This design comes from an exercise in tuning for small area and a short achievable clock period on the open sky130 flow, not from production work. Function was checked by simulation only, so behaviour that the tests miss may differ from the original. No activity file was given, so power comes from the tool's default toggle rates.

Setup of run 1:
## rename_stage
module rename_stage #(
    parameter int SUPER = 2,
    parameter int PHYS_SZ = 48,
    localparam int PREG_W = $clog2(PHYS_SZ)
) (
    input  logic                                        clk,
    input  logic                                        rst,
    input  logic                                        in_valid,
    input  logic [SUPER-1:0][rename_pkg::INSTR_W-1:0]   in_instr,
    output logic                                        stall,
    input  logic [SUPER-1:0]                            commit_valid,
    input  logic [SUPER-1:0][PREG_W-1:0]                commit_preg,
    output logic                                        out_valid,
    output logic [SUPER-1:0]                            out_lane_valid,
    output logic [SUPER-1:0][rename_pkg::OP_W-1:0]      out_op,
    output logic [SUPER-1:0][rename_pkg::FUNC_W-1:0]    out_func,
    output logic [SUPER-1:0][PREG_W-1:0]                out_src1_p,
    output logic [SUPER-1:0][PREG_W-1:0]                out_src2_p,
    output logic [SUPER-1:0][PREG_W-1:0]                out_dst_p,
    output logic [SUPER-1:0][PREG_W-1:0]                out_old_dst_p,
    output logic [SUPER-1:0][rename_pkg::INSTR_W-1:0]   out_imm
);
Settings: LEC_CHECK=0, CAP_MARGIN=20, CORE_MARGIN=2, CORE_UTILIZATION=50, CTS_BUF_LIST=sky130_fd_sc_hd__clkbuf_4, SETUP_SLACK_MARGIN=4.5, SLEW_MARGIN=20; clock period 8.0 ns.
standard.sh (not shown) runs the stock make flow with config.mk's settings and CLKGATE_MAP_FILE= SYNTH_SCRIPT=/design/flow/synth_recipe.tcl, a recipe that flattens the netlist after the stock synthesis.
==> flow/flow/run.sh <==
#!/bin/bash
set -euo pipefail
bash standard.sh "BUFFER_PORTS_ARGS=-buffer_cell sky130_fd_sc_hd__buf_1" MATCH_CELL_FOOTPRINT=0 finish > flow_make.log 2>&1
Run 1: flow completed, timing, DRC and antenna clean
## Diff of input files: run 2 against run 1
- CORE_UTILIZATION changed from 50 to 40
- CTS_BUF_LIST removed (was sky130_fd_sc_hd__clkbuf_4)
==> flow/flow/run.sh <==
#!/bin/bash
set -euo pipefail
bash standard.sh "BUFFER_PORTS_ARGS=-buffer_cell sky130_fd_sc_hd__buf_4" finish > flow_make.log 2>&1
Comparing run 2 and run 1, the lower area of combinational cells with multiple inputs is on run 1. Diff run 2 and run 1: non-clock buffer count higher in run 1. Compared to run 1, run 2 shows a wider setup margin. Taking run 1 as the reference point, the wire length of run 2 falls by 2.5%. Run 2 has portion of the layout cell area used by clock cells above what run 1 had. ~same total area of sequential cells in run 2 and run 1. Compared with run 1, run 2 shows number of tap instances that has gone up by more than a quarter. Going from run 1 to run 2, power climbed about 7%; final area climbed about 4%; effective utilization at floorplan dropped 10 points. [run 2 vs run 1] sequential share of layout area: lower in run 2.
The following lists how run 3 was set up differently from run 2:
- CTS_CLUSTER_SIZE: unset -> 8
- CTS_CLUSTER_DIAMETER: unset -> 40
- CORE_UTILIZATION: 40 -> 50
- CTS_BUF_LIST: unset -> sky130_fd_sc_hd__clkbuf_4
==> flow/flow/run.sh <==
#!/bin/bash
set -euo pipefail
bash standard.sh "BUFFER_PORTS_ARGS=-buffer_cell sky130_fd_sc_hd__buf_1" MATCH_CELL_FOOTPRINT=0 finish > flow_make.log 2>&1
### Flow results
- Run 3: no failed stages, no open violations at the end
- Final worst-path cycle share: run 3 and run 2 compared, lower one is run 2
- Delta (run 3 minus run 2): wire length saw an increase, instance count of the mapped netlist saw little to no change, overall global routing resource usage saw an increase, initial antenna violation count saw an increase.
- Comparing run 3 and run 2, proportion of power drawn by flip-flops and latches is higher on run 3.
diff inputs: run 3 => run 4
- removing CTS_CLUSTER_DIAMETER (formerly 40)
- changing CORE_UTILIZATION from 50 to 40
- removing CTS_CLUSTER_SIZE (formerly 8)
==> flow/flow/run.sh <==
#!/bin/bash
set -euo pipefail
bash standard.sh "BUFFER_PORTS_ARGS=-buffer_cell sky130_fd_sc_hd__buf_4" finish > flow_make.log 2>&1
## What came out
Diff run 3 -> run 4 | tap cell instance count | up by more than a quarter. [compare] base=run 3 new=run 4: final instance area shows an increase of 3.3%; detailed-route vias per instance shows a reduction of about 7%. When run 4 is measured against run 3, its non-clock buffer contribution to total cell area turns out 1.3 points higher. Number of nets at the end of the flow delta (run 3 -> run 4): insignificant. Setup slack: run 4 more than run 3. Run 4: signal arrival time at the worst endpoint 0.06 ns below run 3.
diff inputs: run 4 => run 5
- CTS_CLUSTER_DIAMETER now 40, previously not set
- CTS_CLUSTER_SIZE now 8, previously not set
==> flow/flow/run.sh <==
#!/bin/bash
set -euo pipefail
bash standard.sh "BUFFER_PORTS_ARGS=-buffer_cell sky130_fd_sc_hd__buf_1" MATCH_CELL_FOOTPRINT=0 finish > flow_make.log 2>&1
Findings:
Run 5 vs run 4: final worst hold slack up
Going from run 4 to run 5, overall fraction of global-route tracks in use decreased by 0.73 points relative to the old numbers, setup slack decreased by 0.031 ns relative to the old numbers.

## port drivers added, routing unchanged
Ports are ideal in the flow. The routed layouts listed here were re-timed in OpenROAD.
Step 1 assumes that a clkbuf_16 drives the clock port and a buf_2 every other input.
Step 2, shift: input delay + t, output delay - t, t = (earliest + latest rising clock arrival at the registers) / 2. This alone moves slack from input paths to output paths.
a / b / c = ideal / step 1 / step 2; a / b = the first two.
run | shift t [ns] | setup WS [ns] | latest minus earliest clock arrival (ns) | pins driven straight from the clock port
run 1 | 0.966 | 4.495 / 4.518 / 3.551 | 0.069 / 0.069 | 1
run 2 | 0.666 | 4.499 / 4.502 / 3.835 | 0.050 / 0.049 | 1
run 3 | 0.914 | 4.431 / 4.462 / 3.548 | 0.081 / 0.081 | 1
run 4 | 0.977 | 4.508 / 4.500 / 3.523 | 0.110 / 0.110 | 1
run 5 | 0.927 | 4.477 / 4.487 / 3.585 | 0.100 / 0.100 | 1
After both steps every run listed still meets setup and hold. For run 4, which loses most, drivers alone change the setup slack by -0.008 ns; drivers and shift together by -0.985 ns.
